Background: an optimization exercise with open tools, aiming at small area, a short achievable clock period and few clock cycles per item. Do not read the settings as production practice.
At most, simulation tests tie the RTL to the original design; equivalence was not proved.

==> cedar: inputs <==
==> flow/design.v <==
package alu_pkg;
    localparam int DATA_W = 16;
    localparam int FRAC_W = 10;
    typedef logic signed [DATA_W-1:0]   fx_t;
    typedef logic [4:0]                 cnt_t;    
    typedef enum logic [3:0] {
        OP_FXADD = 4'd0,
        OP_FXSUB = 4'd1,
        OP_FXMUL = 4'd2,
        OP_FXMAC = 4'd3,
        OP_CLZ   = 4'd5,
        OP_LRCW  = 4'd6,
        OP_LFSR  = 4'd7
    } op_e;
    typedef struct packed {
        op_e op;
        fx_t a;
        fx_t b;
    } alu_req_t;
    localparam int MUL_STEPS = 4;
endpackage
`timescale 1ns/10ps
module fx_arith (
    input  logic        i_clk,
    input  logic        i_first,   
    input  logic [1:0]  i_step,    
    input  logic [15:0] i_a_in,    
    input  logic [15:0] i_bx_in,   
    input  logic        i_sub_in,  
    input  logic        i_mul,
    input  logic        i_mac_in,  
    input  logic [15:0] i_a,
    input  logic [15:0] i_b,       
    input  logic [3:0]  i_b_in,    
    input  logic [15:0] i_acc,
    output logic [15:0] o_as_res,  
    output logic [15:0] o_res      
);
    function automatic [15:0] sat22(input logic [21:0] v);
        if (!v[21] && (|v[20:15])) begin
            sat22 = 16'h7FFF;
        end else if (v[21] && !(&v[20:15])) begin
            sat22 = 16'h8000;
        end else begin
            sat22 = v[15:0];
        end
    endfunction
    function automatic [15:0] sat17(input logic [16:0] v);
        if (v[16] != v[15]) begin
            sat17 = {v[16], {15{v[15]}}};
        end else begin
            sat17 = v[15:0];
        end
    endfunction
    function automatic [2:0] booth_enc(input logic [2:0] w);
        booth_enc[0] = w[1] ^ w[0];
        booth_enc[1] = (w[2] & ~w[1] & ~w[0]) | (~w[2] & w[1] & w[0]);
        booth_enc[2] = w[2];
    endfunction
    function automatic [16:0] booth_pp(input logic [2:0] e, input logic [15:0] a);
        logic [16:0] m;
        m = ({17{e[0]}} & {a[15], a}) | ({17{e[1]}} & {a, 1'b0});
        booth_pp = m ^ {17{e[2]}};
    endfunction
    logic [17:0] as_sum;
    logic [16:0] as_res;
    assign as_sum = {i_a_in[15], i_a_in[15], i_a_in, 1'b1}
                  + {i_bx_in[15], i_bx_in[15], i_bx_in, i_sub_in};
    assign as_res = as_sum[17:1];
    logic [4:0]  win;
    logic [5:0]  enc_q;
    logic [26:0] h_q;       
    logic [7:0]  lo_q;      
    logic [26:0] x;
    logic [26:0] y;
    logic [26:0] cs_s;
    logic [26:0] cs_c;
    logic [27:0] step_sum;
    logic [26:0] sum;
    logic [16:0] pp0;
    logic [16:0] pp1;
    logic [15:0] acc_in;
    always_comb begin
        if (i_first) begin
            win = {i_b_in, 1'b0};
        end else begin
            case (i_step)
                2'd0:    win = i_b[7:3];
                2'd1:    win = i_b[11:7];
                default: win = i_b[15:11];
            endcase
        end
    end
    always_ff @(posedge i_clk) begin
        enc_q <= {booth_enc(win[4:2]), booth_enc(win[2:0])};
    end
    assign pp0  = booth_pp(enc_q[2:0], i_a);
    assign pp1  = booth_pp(enc_q[5:3], i_a);
    assign x    = {{10{pp0[16]}}, pp0};
    assign y    = {{8{pp1[16]}}, pp1, enc_q[5], enc_q[5]};
    assign cs_s = h_q ^ x ^ y;
    assign cs_c = (h_q & x) | (h_q & y) | (x & y);
    assign step_sum = {cs_s, 1'b1} + {cs_c[25:0], enc_q[5], enc_q[2]};
    assign sum      = step_sum[27:1];
    assign acc_in = i_acc & {16{i_mac_in}};
    always_ff @(posedge i_clk) begin
        if (i_first) begin
            h_q <= {{1{acc_in[15]}}, acc_in, 1'b1, 9'd0};
        end else begin
            h_q <= {{4{sum[26]}}, sum[26:4]};
        end
        lo_q <= {sum[3:0], lo_q[7:4]};
    end
    assign o_as_res = sat17(as_res);
    assign o_res    = {16{i_mul}} & sat22({h_q[15:0], lo_q[7:2]});
endmodule
`timescale 1ns/10ps
module bit_ops #(
    parameter int LFSR_MAX_STEPS = 8
) (
    input  logic        i_clk,
    input  logic        i_first,   
    input  logic [3:0]  i_b_in,    
    input  logic [15:0] i_a_in,    
    output logic [4:0]  o_clz_in,  
    input  logic        i_lrcw,
    input  logic        i_lfsr,    
    input  logic [15:0] i_a,
    input  logic [15:0] i_hi,      
    output logic [15:0] o_res      
);
    function automatic [4:0] clz16(input logic [15:0] v);
        logic [4:0] n;
        n = 5'd16;
        for (int i = 0; i < 16; i++) begin
            if (v[i]) begin
                n = 5'(15 - i);
            end
        end
        clz16 = n;
    endfunction
    function automatic [1:0] fa(input logic x, input logic y, input logic z);
        fa = {(x & y) | (x & z) | (y & z), x ^ y ^ z};
    endfunction
    function automatic [4:0] popcount(input logic [15:0] v);
        logic [1:0] a1, a2, a3, a4, a5, b6, b7, b8, b9, c10, c11, c12, c13, c14;
        a1  = fa(v[0], v[1], v[2]);
        a2  = fa(v[3], v[4], v[5]);
        a3  = fa(v[6], v[7], v[8]);
        a4  = fa(v[9], v[10], v[11]);
        a5  = fa(v[12], v[13], v[14]);
        b6  = fa(a1[0], a2[0], a3[0]);            
        b7  = fa(a4[0], a5[0], v[15]);            
        b8  = fa(a1[1], a2[1], a3[1]);            
        b9  = fa(a4[1], a5[1], 1'b0);             
        c10 = fa(b6[0], b7[0], 1'b0);             
        c11 = fa(b6[1], b7[1], b8[0]);            
        c12 = fa(b8[1], b9[1], c11[1]);           
        c13 = fa(b9[0], c10[1], c11[0]);          
        c14 = fa(c12[0], c13[1], 1'b0);           
        popcount = {c12[1] & c14[1], c12[1] ^ c14[1], c14[0], c13[0], c10[0]};
    endfunction
    logic [4:0] n_q;
    always_ff @(posedge i_clk) begin
        if (i_first) begin
            n_q <= {1'b0, i_b_in};
        end else begin
            n_q <= popcount(i_a);
        end
    end
    logic [7:0]  fb;
    logic [15:0] lo;
    logic [15:0] hi;
    logic [30:0] x;
    always_comb begin
        for (int j = 1; j <= 8; j++) begin
            fb[8-j] = i_hi[16-j] ^ i_hi[14-j] ^ i_hi[13-j] ^ i_hi[11-j];
        end
    end
    assign lo = i_lrcw ? ~i_hi : {fb, 8'd0};
    assign hi = i_hi ^ {16{n_q[4]}};
    always_comb begin
        x = {hi, lo[15:1]};
        if (n_q[3]) x = {x[22:0], 8'd0};
        if (n_q[2]) x = {x[26:0], 4'd0};
        if (n_q[1]) x = {x[28:0], 2'd0};
        if (n_q[0]) x = {x[29:0], 1'd0};
    end
    assign o_clz_in = clz16(i_a_in);
    assign o_res    = {16{i_lrcw | i_lfsr}} & x[30:15];
endmodule
`timescale 1ns/10ps
module alu_ctrl (
    input  logic        i_clk,
    input  logic        i_rst_n,
    input  logic        i_req,
    input  logic [3:0]  i_op,         
    input  logic        i_mul,        
    input  logic        i_lrcw,       
    input  logic [15:0] i_arith_res,  
    input  logic [15:0] i_bits_res,   
    input  logic [4:0]  i_clz_in,     
    input  logic [15:0] i_as_in,      
    output logic        o_first,      
    output logic [1:0]  o_step,       
    output logic        o_acc_ok,     
    output logic [15:0] o_acc,
    output logic        o_ack,
    output logic [15:0] o_result
);
    logic        busy_q;
    logic        last_q;     
    logic        ack_q;
    logic [1:0]  step_q;
    logic [15:0] result_q;   
    logic        acc_ok_q;   
    logic        one_cycle;
    logic        is_clz;
    logic        is_as;
    logic        at_once;    
    logic        take_now;
    assign one_cycle = !((i_op == alu_pkg::OP_FXMUL) || (i_op == alu_pkg::OP_FXMAC)
                         || (i_op == alu_pkg::OP_LRCW));
    assign is_clz    = (i_op == alu_pkg::OP_CLZ);
    assign is_as     = (i_op == alu_pkg::OP_FXADD) || (i_op == alu_pkg::OP_FXSUB);
    assign at_once   = !((i_op == alu_pkg::OP_FXMUL) || (i_op == alu_pkg::OP_FXMAC)
                         || (i_op == alu_pkg::OP_LRCW) || (i_op == alu_pkg::OP_LFSR));
    assign take_now  = !busy_q && !ack_q && i_req && at_once;
    always_ff @(posedge i_clk or negedge i_rst_n) begin
        if (!i_rst_n) begin
            busy_q <= 1'b0;
            last_q <= 1'b0;
            ack_q  <= 1'b0;
            step_q <= 2'd0;
        end else begin
            if (!busy_q) begin
                step_q <= 2'd0;
                if (!ack_q && i_req && at_once) begin
                    ack_q  <= 1'b1;
                end else if (!ack_q && i_req) begin
                    busy_q <= 1'b1;
                    last_q <= one_cycle;
                end else if (ack_q && !i_req) begin
                    ack_q  <= 1'b0;
                end
            end else if (last_q) begin
                busy_q <= 1'b0;
                last_q <= 1'b0;
                ack_q  <= 1'b1;
            end else begin
                step_q <= step_q + 2'd1;
                last_q <= i_lrcw || (step_q == 2'd3);
            end
        end
    end
    always_ff @(posedge i_clk) begin
        if (busy_q && last_q) begin
            result_q <= i_arith_res | i_bits_res;
        end else if (take_now) begin
            result_q <= {11'd0, i_clz_in & {5{is_clz}}} | (i_as_in & {16{is_as}});
        end
    end
    always_ff @(posedge i_clk or negedge i_rst_n) begin
        if (!i_rst_n) begin
            acc_ok_q <= 1'b0;
        end else if ((busy_q && last_q) || take_now) begin
            acc_ok_q <= 1'b1;
        end
    end
    assign o_first  = !busy_q;
    assign o_step   = step_q;
    assign o_acc_ok = acc_ok_q;
    assign o_acc    = result_q;
    assign o_result = result_q;
    assign o_ack    = ack_q;
endmodule
`timescale 1ns/10ps
module alu_top #(
    parameter int LFSR_MAX_STEPS = 8
) (
    input  logic     i_clk,
    input  logic     i_rst_n,
    input  logic     i_req,
    input  alu_pkg::alu_req_t i_cmd,
    output logic     o_ack,
    output alu_pkg::fx_t      o_result
);
    logic        f_mul, f_mac, f_lrcw, f_lfsr;
    logic [15:0] a_q;
    logic [15:0] bx_q;      
    logic        sub_in;
    logic [15:0] as_res;
    logic        first;
    logic [1:0]  step;
    logic [15:0] acc;
    logic        acc_ok;
    logic [15:0] arith_res;
    logic [15:0] bits_res;
    logic [4:0]  clz_in;
    assign sub_in = (i_cmd.op == alu_pkg::OP_FXSUB);
    always_ff @(posedge i_clk) begin
        f_mul  <= (i_cmd.op == alu_pkg::OP_FXMUL);
        f_mac  <= (i_cmd.op == alu_pkg::OP_FXMAC);
        f_lrcw <= (i_cmd.op == alu_pkg::OP_LRCW);
        f_lfsr <= (i_cmd.op == alu_pkg::OP_LFSR) && !((|i_cmd.b[15:4]) || (i_cmd.b[3] && (|i_cmd.b[2:0])));
        a_q    <= i_cmd.a;
        if (i_cmd.op == alu_pkg::OP_LFSR) begin
            bx_q <= i_cmd.a;
        end else begin
            bx_q <= i_cmd.b;
        end
    end
    alu_ctrl u_ctrl (
        .i_clk       (i_clk),
        .i_rst_n     (i_rst_n),
        .i_req       (i_req),
        .i_op        (i_cmd.op),
        .i_mul       (f_mul | f_mac),
        .i_lrcw      (f_lrcw),
        .i_arith_res (arith_res),
        .i_bits_res  (bits_res),
        .i_clz_in    (clz_in),
        .i_as_in     (as_res),
        .o_first     (first),
        .o_step      (step),
        .o_acc_ok    (acc_ok),
        .o_acc       (acc),
        .o_ack       (o_ack),
        .o_result    (o_result)
    );
    fx_arith u_fx_arith (
        .i_clk   (i_clk),
        .i_first (first),
        .i_step  (step),
        .i_a_in  (i_cmd.a),
        .i_bx_in (i_cmd.b ^ {16{sub_in}}),
        .i_sub_in(sub_in),
        .i_mul   (f_mul | f_mac),
        .i_mac_in((i_cmd.op == alu_pkg::OP_FXMAC) && acc_ok),
        .i_a     (a_q),
        .i_b     (bx_q),
        .i_b_in  (i_cmd.b[3:0]),
        .i_acc   (acc),
        .o_as_res(as_res),
        .o_res   (arith_res)
    );
    bit_ops #(
        .LFSR_MAX_STEPS (LFSR_MAX_STEPS)
    ) u_bit_ops (
        .i_clk   (i_clk),
        .i_first (first),
        .i_b_in  (i_cmd.b[3:0]),
        .i_a_in  (i_cmd.a),
        .o_clz_in(clz_in),
        .i_lrcw  (f_lrcw),
        .i_lfsr  (f_lfsr),
        .i_a     (a_q),
        .i_hi    (bx_q),
        .o_res   (bits_res)
    );
endmodule
==> flow/flow/run.sh <==
#!/bin/bash
# Standard layout, with the timing repair aiming further below the clock
# period and small port buffers.
set -euo pipefail
bash standard.sh SETUP_SLACK_MARGIN=5.8 "BUFFER_PORTS_ARGS=-buffer_cell sky130_fd_sc_hd__buf_1" finish > standard_flow.log 2>&1
==> flow/standard.sh <==
#!/bin/bash
# synth_recipe.tcl (not shown) runs the flow's synth.tcl, then flattens the netlist and writes it again
# the make line also repeats each setting of config.mk as NAME=value (left out here)
make -C /OpenROAD-flow-scripts/flow DESIGN_CONFIG=/design/flow/config.mk WORK_HOME=/design/flow/orfs CLKGATE_MAP_FILE= SYNTH_SCRIPT=/design/flow/synth_recipe.tcl "${@:-finish}"
==> flow/config.mk <==
export PLATFORM = sky130hd
export DESIGN_NAME = alu_top
export DESIGN_NICKNAME = alu_top
export VERILOG_FILES = /design/flow/design.v
export SDC_FILE = /design/flow/constraint.sdc
export NUM_CORES = 4
export LEC_CHECK = 0
export CAP_MARGIN = 20
export CORE_MARGIN = 2
export CORE_UTILIZATION = 65
export SLEW_MARGIN = 20
==> flow/constraint.sdc <==
create_clock -name core_clock -period 9.5 [get_ports {i_clk}]
set_input_delay 1.9000 -clock core_clock [delete_from_list [all_inputs] [get_ports {i_clk}]]
set_output_delay 1.9000 -clock core_clock [all_outputs]
set_load 0.01 [all_outputs]
==> amber (differences from cedar) <==
==> flow/design.v, changed modules only <==
module fx_arith (
    input  logic        i_clk,
    input  logic        i_first,   
    input  logic [1:0]  i_step,    
    input  logic        i_addsub,
    input  logic        i_sub,
    input  logic        i_mul,
    input  logic        i_mac,
    input  logic [15:0] i_a,
    input  logic [15:0] i_b,       
    input  logic [3:0]  i_b_in,    
    input  logic [15:0] i_acc,
    output logic [15:0] o_res      
);
    function automatic [15:0] sat22(input logic [21:0] v);
        if (!v[21] && (|v[20:15])) begin
            sat22 = 16'h7FFF;
        end else if (v[21] && !(&v[20:15])) begin
            sat22 = 16'h8000;
        end else begin
            sat22 = v[15:0];
        end
    endfunction
    function automatic [15:0] sat17(input logic [16:0] v);
        if (v[16] != v[15]) begin
            sat17 = {v[16], {15{v[15]}}};
        end else begin
            sat17 = v[15:0];
        end
    endfunction
    function automatic [2:0] booth_enc(input logic [2:0] w);
        booth_enc[0] = w[1] ^ w[0];
        booth_enc[1] = (w[2] & ~w[1] & ~w[0]) | (~w[2] & w[1] & w[0]);
        booth_enc[2] = w[2];
    endfunction
    function automatic [16:0] booth_pp(input logic [2:0] e, input logic [15:0] a);
        logic [16:0] m;
        m = ({17{e[0]}} & {a[15], a}) | ({17{e[1]}} & {a, 1'b0});
        booth_pp = m ^ {17{e[2]}};
    endfunction
    logic [17:0] as_sum;
    logic [16:0] as_res;
    assign as_sum = {i_a[15], i_a[15], i_a, 1'b1} + {i_b[15], i_b[15], i_b, i_sub};
    assign as_res = as_sum[17:1];
    logic [4:0]  win;
    logic [5:0]  enc_q;
    logic [15:0] h_q;       
    logic [7:0]  lo_q;      
    logic [19:0] x;
    logic [19:0] y;
    logic [19:0] hx;
    logic [19:0] cs_s;
    logic [19:0] cs_c;
    logic [20:0] step_sum;
    logic [19:0] sum;
    logic [16:0] pp0;
    logic [16:0] pp1;
    always_comb begin
        if (i_first) begin
            win = {i_b_in, 1'b0};
        end else begin
            case (i_step)
                2'd0:    win = i_b[7:3];
                2'd1:    win = i_b[11:7];
                default: win = i_b[15:11];
            endcase
        end
    end
    always_ff @(posedge i_clk) begin
        enc_q <= {booth_enc(win[4:2]), booth_enc(win[2:0])};
    end
    assign pp0  = booth_pp(enc_q[2:0], i_a);
    assign pp1  = booth_pp(enc_q[5:3], i_a);
    assign hx   = {{4{h_q[15]}}, h_q};
    assign x    = {{3{pp0[16]}}, pp0};
    assign y    = {pp1[16], pp1, enc_q[5], enc_q[5]};
    assign cs_s = hx ^ x ^ y;
    assign cs_c = (hx & x) | (hx & y) | (x & y);
    assign step_sum = {cs_s, 1'b1} + {cs_c[18:0], enc_q[5], enc_q[2]};
    assign sum      = step_sum[20:1];
    always_ff @(posedge i_clk) begin
        if (i_first) begin
            h_q <= '0;
        end else begin
            h_q <= sum[19:4];
        end
        lo_q <= {sum[3:0], lo_q[7:4]};
    end
    logic [21:0] fin_b;
    logic [22:0] fin_sum;
    logic [21:0] fin;
    assign fin_b   = {{6{i_acc[15] & i_mac}}, i_acc & {16{i_mac}}};
    assign fin_sum = {h_q, lo_q[7:2], 1'b1} + {fin_b, lo_q[1]};
    assign fin     = fin_sum[22:1];
    assign o_res = ({16{i_addsub}} & sat17(as_res))
                 | ({16{i_mul}}    & sat22(fin));
endmodule
module alu_ctrl (
    input  logic        i_clk,
    input  logic        i_rst_n,
    input  logic        i_req,
    input  logic [3:0]  i_op,         
    input  logic        i_mul,        
    input  logic        i_lrcw,       
    input  logic [15:0] i_arith_res,  
    input  logic [15:0] i_bits_res,   
    input  logic [4:0]  i_clz_in,     
    output logic        o_first,      
    output logic [1:0]  o_step,       
    output logic        o_acc_ok,     
    output logic [15:0] o_acc,
    output logic        o_ack,
    output logic [15:0] o_result
);
    logic        busy_q;
    logic        last_q;     
    logic        ack_q;
    logic [1:0]  step_q;
    logic [15:0] result_q;   
    logic        acc_ok_q;   
    logic        one_cycle;
    logic        is_clz;
    logic        at_once;    
    logic        take_now;
    assign one_cycle = !((i_op == alu_pkg::OP_FXMUL) || (i_op == alu_pkg::OP_FXMAC)
                         || (i_op == alu_pkg::OP_LRCW));
    assign is_clz    = (i_op == alu_pkg::OP_CLZ);
    assign at_once   = !((i_op == alu_pkg::OP_FXADD) || (i_op == alu_pkg::OP_FXSUB)
                         || (i_op == alu_pkg::OP_FXMUL) || (i_op == alu_pkg::OP_FXMAC)
                         || (i_op == alu_pkg::OP_LRCW) || (i_op == alu_pkg::OP_LFSR));
    assign take_now  = !busy_q && !ack_q && i_req && at_once;
    always_ff @(posedge i_clk or negedge i_rst_n) begin
        if (!i_rst_n) begin
            busy_q <= 1'b0;
            last_q <= 1'b0;
            ack_q  <= 1'b0;
            step_q <= 2'd0;
        end else begin
            if (!busy_q) begin
                step_q <= 2'd0;
                if (!ack_q && i_req && at_once) begin
                    ack_q  <= 1'b1;
                end else if (!ack_q && i_req) begin
                    busy_q <= 1'b1;
                    last_q <= one_cycle;
                end else if (ack_q && !i_req) begin
                    ack_q  <= 1'b0;
                end
            end else if (last_q) begin
                busy_q <= 1'b0;
                last_q <= 1'b0;
                ack_q  <= 1'b1;
            end else begin
                step_q <= step_q + 2'd1;
                last_q <= i_lrcw || (step_q == 2'd3);
            end
        end
    end
    always_ff @(posedge i_clk) begin
        if (busy_q && last_q) begin
            result_q <= i_arith_res | i_bits_res;
        end else if (take_now) begin
            result_q <= {11'd0, i_clz_in & {5{is_clz}}};
        end
    end
    always_ff @(posedge i_clk or negedge i_rst_n) begin
        if (!i_rst_n) begin
            acc_ok_q <= 1'b0;
        end else if ((busy_q && last_q) || take_now) begin
            acc_ok_q <= 1'b1;
        end
    end
    assign o_first  = !busy_q;
    assign o_step   = step_q;
    assign o_acc_ok = acc_ok_q;
    assign o_acc    = result_q;
    assign o_result = result_q;
    assign o_ack    = ack_q;
endmodule
module alu_top #(
    parameter int LFSR_MAX_STEPS = 8
) (
    input  logic     i_clk,
    input  logic     i_rst_n,
    input  logic     i_req,
    input  alu_pkg::alu_req_t i_cmd,
    output logic     o_ack,
    output alu_pkg::fx_t      o_result
);
    logic        f_add, f_sub, f_mul, f_mac, f_lrcw, f_lfsr;
    logic [15:0] a_q;
    logic [15:0] bx_q;      
    logic        first;
    logic [1:0]  step;
    logic [15:0] acc;
    logic        acc_ok;
    logic        f_macc;    
    logic [15:0] arith_res;
    logic [15:0] bits_res;
    logic [4:0]  clz_in;
    always_ff @(posedge i_clk) begin
        f_add  <= (i_cmd.op == alu_pkg::OP_FXADD);
        f_sub  <= (i_cmd.op == alu_pkg::OP_FXSUB);
        f_mul  <= (i_cmd.op == alu_pkg::OP_FXMUL);
        f_mac  <= (i_cmd.op == alu_pkg::OP_FXMAC);
        f_macc <= (i_cmd.op == alu_pkg::OP_FXMAC) && acc_ok;
        f_lrcw <= (i_cmd.op == alu_pkg::OP_LRCW);
        f_lfsr <= (i_cmd.op == alu_pkg::OP_LFSR) && !((|i_cmd.b[15:4]) || (i_cmd.b[3] && (|i_cmd.b[2:0])));
        a_q    <= i_cmd.a;
        if (i_cmd.op == alu_pkg::OP_LFSR) begin
            bx_q <= i_cmd.a;
        end else begin
            bx_q <= i_cmd.b ^ {16{i_cmd.op == alu_pkg::OP_FXSUB}};
        end
    end
    alu_ctrl u_ctrl (
        .i_clk       (i_clk),
        .i_rst_n     (i_rst_n),
        .i_req       (i_req),
        .i_op        (i_cmd.op),
        .i_mul       (f_mul | f_mac),
        .i_lrcw      (f_lrcw),
        .i_arith_res (arith_res),
        .i_bits_res  (bits_res),
        .i_clz_in    (clz_in),
        .o_first     (first),
        .o_step      (step),
        .o_acc_ok    (acc_ok),
        .o_acc       (acc),
        .o_ack       (o_ack),
        .o_result    (o_result)
    );
    fx_arith u_fx_arith (
        .i_clk   (i_clk),
        .i_first (first),
        .i_step  (step),
        .i_addsub(f_add | f_sub),
        .i_sub   (f_sub),
        .i_mul   (f_mul | f_mac),
        .i_mac   (f_macc),
        .i_a     (a_q),
        .i_b     (bx_q),
        .i_b_in  (i_cmd.b[3:0]),
        .i_acc   (acc),
        .o_res   (arith_res)
    );
    bit_ops #(
        .LFSR_MAX_STEPS (LFSR_MAX_STEPS)
    ) u_bit_ops (
        .i_clk   (i_clk),
        .i_first (first),
        .i_b_in  (i_cmd.b[3:0]),
        .i_a_in  (i_cmd.a),
        .o_clz_in(clz_in),
        .i_lrcw  (f_lrcw),
        .i_lfsr  (f_lfsr),
        .i_a     (a_q),
        .i_hi    (bx_q),
        .o_res   (bits_res)
    );
endmodule
--- a/flow/config.mk
+++ b/flow/config.mk
@@ -10,2 +10,3 @@
 export CORE_UTILIZATION = 65
+export PLACE_DENSITY = 0.72
 export SLEW_MARGIN = 20
==> comparison <==
amber finished with timing, DRC and antenna clean. cedar completed with no timing, DRC or antenna violations. Against cedar, the clock skew of amber is lower by 0.0021 ns. Of amber and cedar, amber has the higher area after synthesis (gap about 3.3%, measured against cedar). Of cedar and amber, amber has the higher synthesized cell count (gap about 4%, measured against amber). Against amber, the core utilization of cedar is higher by 3.6 points. Against cedar, the register-to-register slack of amber is lower by 0.09 ns. Between cedar and amber, the lower critical path depth is in amber (gap 1). In amber the sequential share of layout area is lower than in cedar, by 0.88 points.
==> figures <==
metric	cedar	amber
Placement-stage worst setup slack	3.05 ns	5.25 ns
Post-Place Cells	1,254	1,300
Async set-reset flop share out of synthesis	5.94%	6.32%
Area occupied by multi-input gates	6770 um2	7100 um2
Final hold slack	0.404 ns	0.358 ns
Crit path launch type	input port	register
Data required, critical path	9.58 ns	9.70 ns
Global placer's final weighted congestion	0.978	0.949
Met3 usage in global routing	5.34%	5.20%
Min Tclk post-route	5.37 ns	3.59 ns
Global router's overall resource usage	37.4%	34.7%
Multi-input gate share of the layout cell area	65.0%	69.0%
Buffer share of cell area	5.65%	3.56%
Row count	43	44
Mapped cell area	9170 um2	9470 um2
Initial Utilization	66.3%	65.9%
Number of clock sinks seen by CTS	101	95
Run status	no timing/DRC/antenna violations	no timing/DRC/antenna violations
Testbench counts of amber, summed over its fixed seeds: cycles 21,608, ops 4,800.
Only the layout flow was run in cedar; the RTL was not checked for function there.

-- what the ideal ports hide --
The results above use ideal ports. As a check the final layouts listed here were re-extracted and re-timed, cells and wires unchanged. Step 1 sets driving cells, clkbuf_16 on the clock port and buf_2 on the other inputs (assumed; they add their load-dependent delay and slew). Step 2 times the ports against the registers' clock, not the clock port: input delays grow and output delays shrink by t, the midpoint of the rising clock arrivals with the driver on. Three values: ideal, step 1, step 2; two values: the first two.
run | t (ns) | setup slack, ns | worst slew at a driven data input, ns
cedar | 0.403 | 4.133 / 4.138 / 3.735 | 0.05
amber | 0.400 | 5.914 / 5.914 / 5.633 | 0.04
After both steps every run listed still meets setup and hold. The setup slack of cedar, which loses most, moves by +0.005 ns with the drivers and by -0.398 ns with both steps.
